Context: an optimization exercise on an open-source flow, tuned for small area. The choices shown serve that exercise and are no tape-out recipe. Function was checked by simulation only, so behaviour that the tests miss may differ from the original. The flow treats the clock pin as an ideal source, which a real chip does not have.

== the baseline ==
==> module tile_renderer, before the edit <==
module tile_renderer (
  input  logic clk,
  input  logic rst_n,
  input  logic [2:0] hc,
  input  logic [7:0] hx,
  input  logic [2:0] vc,
  input  logic [6:0] vy,
  input  logic [63:0] board,    
  input  logic [1:0] orient,
  output logic hsync,
  output logic vsync,
  output logic [1:0] red,
  output logic [1:0] green,
  output logic [1:0] blue
);
  logic active;
  logic border;
  logic [3:0] tile;
  logic pix_hsync;
  logic pix_vsync;
  assign active = !hc[2] && !vc[2];
  assign border = (hx < 8'd4) || (vy < 7'd4) ||
                  (hc == 3'd3 && hx >= 8'd156) || (vc == 3'd3 && vy >= 7'd116);
  logic [3:0] scell;
  always_comb begin
    scell = orient[1] ? {vc[1:0], hc[1:0]} : {hc[1:0], vc[1:0]};
    if (orient[0]) scell = ~scell;
  end
  assign tile   = board[scell*4 +: 4];
  assign pix_hsync = !(hc == 3'd4 && hx >= 8'd16 && hx < 8'd112);
  assign pix_vsync = !(vc == 3'd4 && vy >= 7'd10 && vy < 7'd12);
  logic [3:0] shown;
  function automatic logic [5:0] palette(input logic [3:0] t);
    case (t)
      4'd0:    palette = 6'b00_00_00;   
      4'd1:    palette = 6'b11_00_00;   
      4'd2:    palette = 6'b11_10_00;   
      4'd3:    palette = 6'b11_11_00;   
      4'd4:    palette = 6'b10_11_00;   
      4'd5:    palette = 6'b00_11_00;   
      4'd6:    palette = 6'b00_11_10;   
      4'd7:    palette = 6'b00_11_11;   
      4'd8:    palette = 6'b00_00_11;   
      4'd9:    palette = 6'b11_00_11;   
      4'd10:   palette = 6'b11_01_11;   
      4'd11:   palette = 6'b11_11_11;   
      4'd12:   palette = game_pkg::border_rgb;
      default: palette = 6'b00_00_00;
    endcase
  endfunction
  always_ff @(posedge clk or negedge rst_n) begin
    if (!rst_n) begin
      shown <= 4'd0;
      hsync <= 1'b1;   
      vsync <= 1'b1;
    end else begin
      shown <= !active ? 4'd0 : border ? 4'd12 : tile;
      hsync <= pix_hsync;
      vsync <= pix_vsync;
    end
  end
  assign {red, green, blue} = palette(shown);
endmodule
Settings: LEC_CHECK=0, CAP_MARGIN=10, CORE_MARGIN=2, CORE_UTILIZATION=55, GPL_TIMING_DRIVEN=1, PLACE_DENSITY=0.6, SLEW_MARGIN=10; clock period 32.0 ns.
standard.sh (not shown) runs the stock make flow with config.mk's settings and CLKGATE_MAP_FILE= SYNTH_SCRIPT=/design/flow/synth_recipe.tcl, a recipe that flattens the netlist after the stock synthesis.
==> flow/flow/run.sh <==
#!/bin/bash
# The standard layout, with these changes:
#  - synthesis: ORFS's synth.tcl without the full/half adder extraction, and
#    abc mapping with each flow/abc_*.script (area oriented), keeping the
#    smallest result, instead of ORFS's speed script; registers are
#    mapped exactly as in the standard synthesis
#  - CTS: the arguments in flow/cts_args.txt (small clock buffers, no dummy
#    loads); flow/post_cts.tcl then upsizes the leaf buffers that drive many
#    flip-flops
#  - port buffers: every input and output port still gets its own buffer, a
#    buf_1 instead of the larger cell buffer_ports picks by default
# Each tool's output: flow.log (make), orfs/logs/ (per step), patch.log.
set -euo pipefail
W=$(pwd)
python3 flow/patch_synth.py "$FLOW_HOME/scripts/synth.tcl" "$W/synth_patched.tcl" "$W/flow" > patch.log 2>&1
sed "s#\$::env(SCRIPTS_DIR)/synth.tcl#$W/synth_patched.tcl#" synth_recipe.tcl > my_synth.tcl
grep -q synth_patched my_synth.tcl
sed "s#SYNTH_SCRIPT=[^ ]*#SYNTH_SCRIPT=$W/my_synth.tcl#" standard.sh > my_standard.sh
grep -q "SYNTH_SCRIPT=$W/my_synth.tcl" my_standard.sh
export CTS_ARGS="$(cat flow/cts_args.txt)"
export POST_CTS_TCL="$W/flow/post_cts.tcl"
export BUFFER_PORTS_ARGS="-buffer_cell sky130_fd_sc_hd__buf_1"
echo "CTS_ARGS=$CTS_ARGS BUFFER_PORTS_ARGS=$BUFFER_PORTS_ARGS" > cts_args.log
bash my_standard.sh > flow.log 2>&1
Other scripts of this flow, unchanged in this note and not shown: flow/flow/abc_ds0.script, flow/flow/abc_ds1.script, flow/flow/abc_ds2.script, flow/flow/abc_ds3.script, flow/flow/abc_ds4.script, flow/flow/abc_ds5.script, flow/flow/abc_ds6.script, flow/flow/cts_args.txt, flow/flow/patch_synth.py, flow/flow/post_cts.tcl
Changes in the candidate relative to the baseline:
-- flow/design.v --
<<< the baseline, line 318
  logic border;
  logic [3:0] tile;
  logic pix_hsync;
  logic pix_vsync;
  assign active = !hc[2] && !vc[2];
>>> the candidate, line 318
  logic border;
  logic [3:0] tile;
  logic pix_vsync;
  assign active = !hc[2] && !vc[2];
<<< the baseline, line 329
  end
  assign tile   = board[scell*4 +: 4];
  assign pix_hsync = !(hc == 3'd4 && hx >= 8'd16 && hx < 8'd112);
  assign pix_vsync = !(vc == 3'd4 && vy >= 7'd10 && vy < 7'd12);
  logic [3:0] shown;
>>> the candidate, line 328
  end
  assign tile   = board[scell*4 +: 4];
  assign hsync = !(hc == 3'd4 && hx >= 8'd17 && hx < 8'd113);
  assign pix_vsync = !(vc == 3'd4 && vy >= 7'd10 && vy < 7'd12);
  logic [3:0] shown;
<<< the baseline, line 353
    if (!rst_n) begin
      shown <= 4'd0;
      hsync <= 1'b1;   
      vsync <= 1'b1;
    end else begin
      shown <= !active ? 4'd0 : border ? 4'd12 : tile;
      hsync <= pix_hsync;
      vsync <= pix_vsync;
    end
>>> the candidate, line 352
    if (!rst_n) begin
      shown <= 4'd0;
      vsync <= 1'b1;
    end else begin
      shown <= !active ? 4'd0 : border ? 4'd12 : tile;
      vsync <= pix_vsync;
    end
--- outcome ---
- Against the baseline, the candidate reports a worst slew margin relative to its limit that is lower.
- In terms of mean area per synthesized cell, the candidate and the baseline differ only marginally.
- Delta (the candidate minus the baseline): hold slack saw a decrease; highest cell delay on the worst timing path saw an increase; post-placement cell area saw a decrease.
- Against the baseline, routability-driven placement congestion ratio in the candidate rose by a few percent.
- The candidate vs the baseline, critical path depth went up by 1.1%.
- Compared with the baseline, post-route standard cell area excluding fillers in the candidate decreased slightly.
- The area share of and/or/nand/nor cells after synthesis of the candidate falls short of that of the baseline by 1.3 points.
- Per the comparison of the candidate with the baseline, number of storage elements in the synthesis netlist lower; via count of the first global-routing pass did not really move; wire length of the first global-routing pass decreased 1.5%.

-- port drivers added, routing unchanged --
The results above use ideal ports. As a check the final layouts listed here were re-extracted and re-timed, cells and wires unchanged. Step 1 (the two cells are an assumption about what drives the block):
set clk [get_ports {clk}]
set_driving_cell -lib_cell sky130_fd_sc_hd__clkbuf_16 $clk
set_driving_cell -lib_cell sky130_fd_sc_hd__buf_2 [delete_from_list [all_inputs] $clk]
Step 2 moves the port delays by t, midway between the first and last clock arrival at a register: inputs arrive t later, outputs are due t later. That takes back most of the time a late clock gives input paths. Three values: no drivers, after step 1, after step 2; two values: the first two.
run	t, ns	setup WS [ns]	pins driven straight from the clock port
the baseline	0.418	14.030 / 14.030 / 14.030	1
the candidate	0.408	12.271 / 12.271 / 12.271	1
After both steps setup and hold are still met in every run listed.
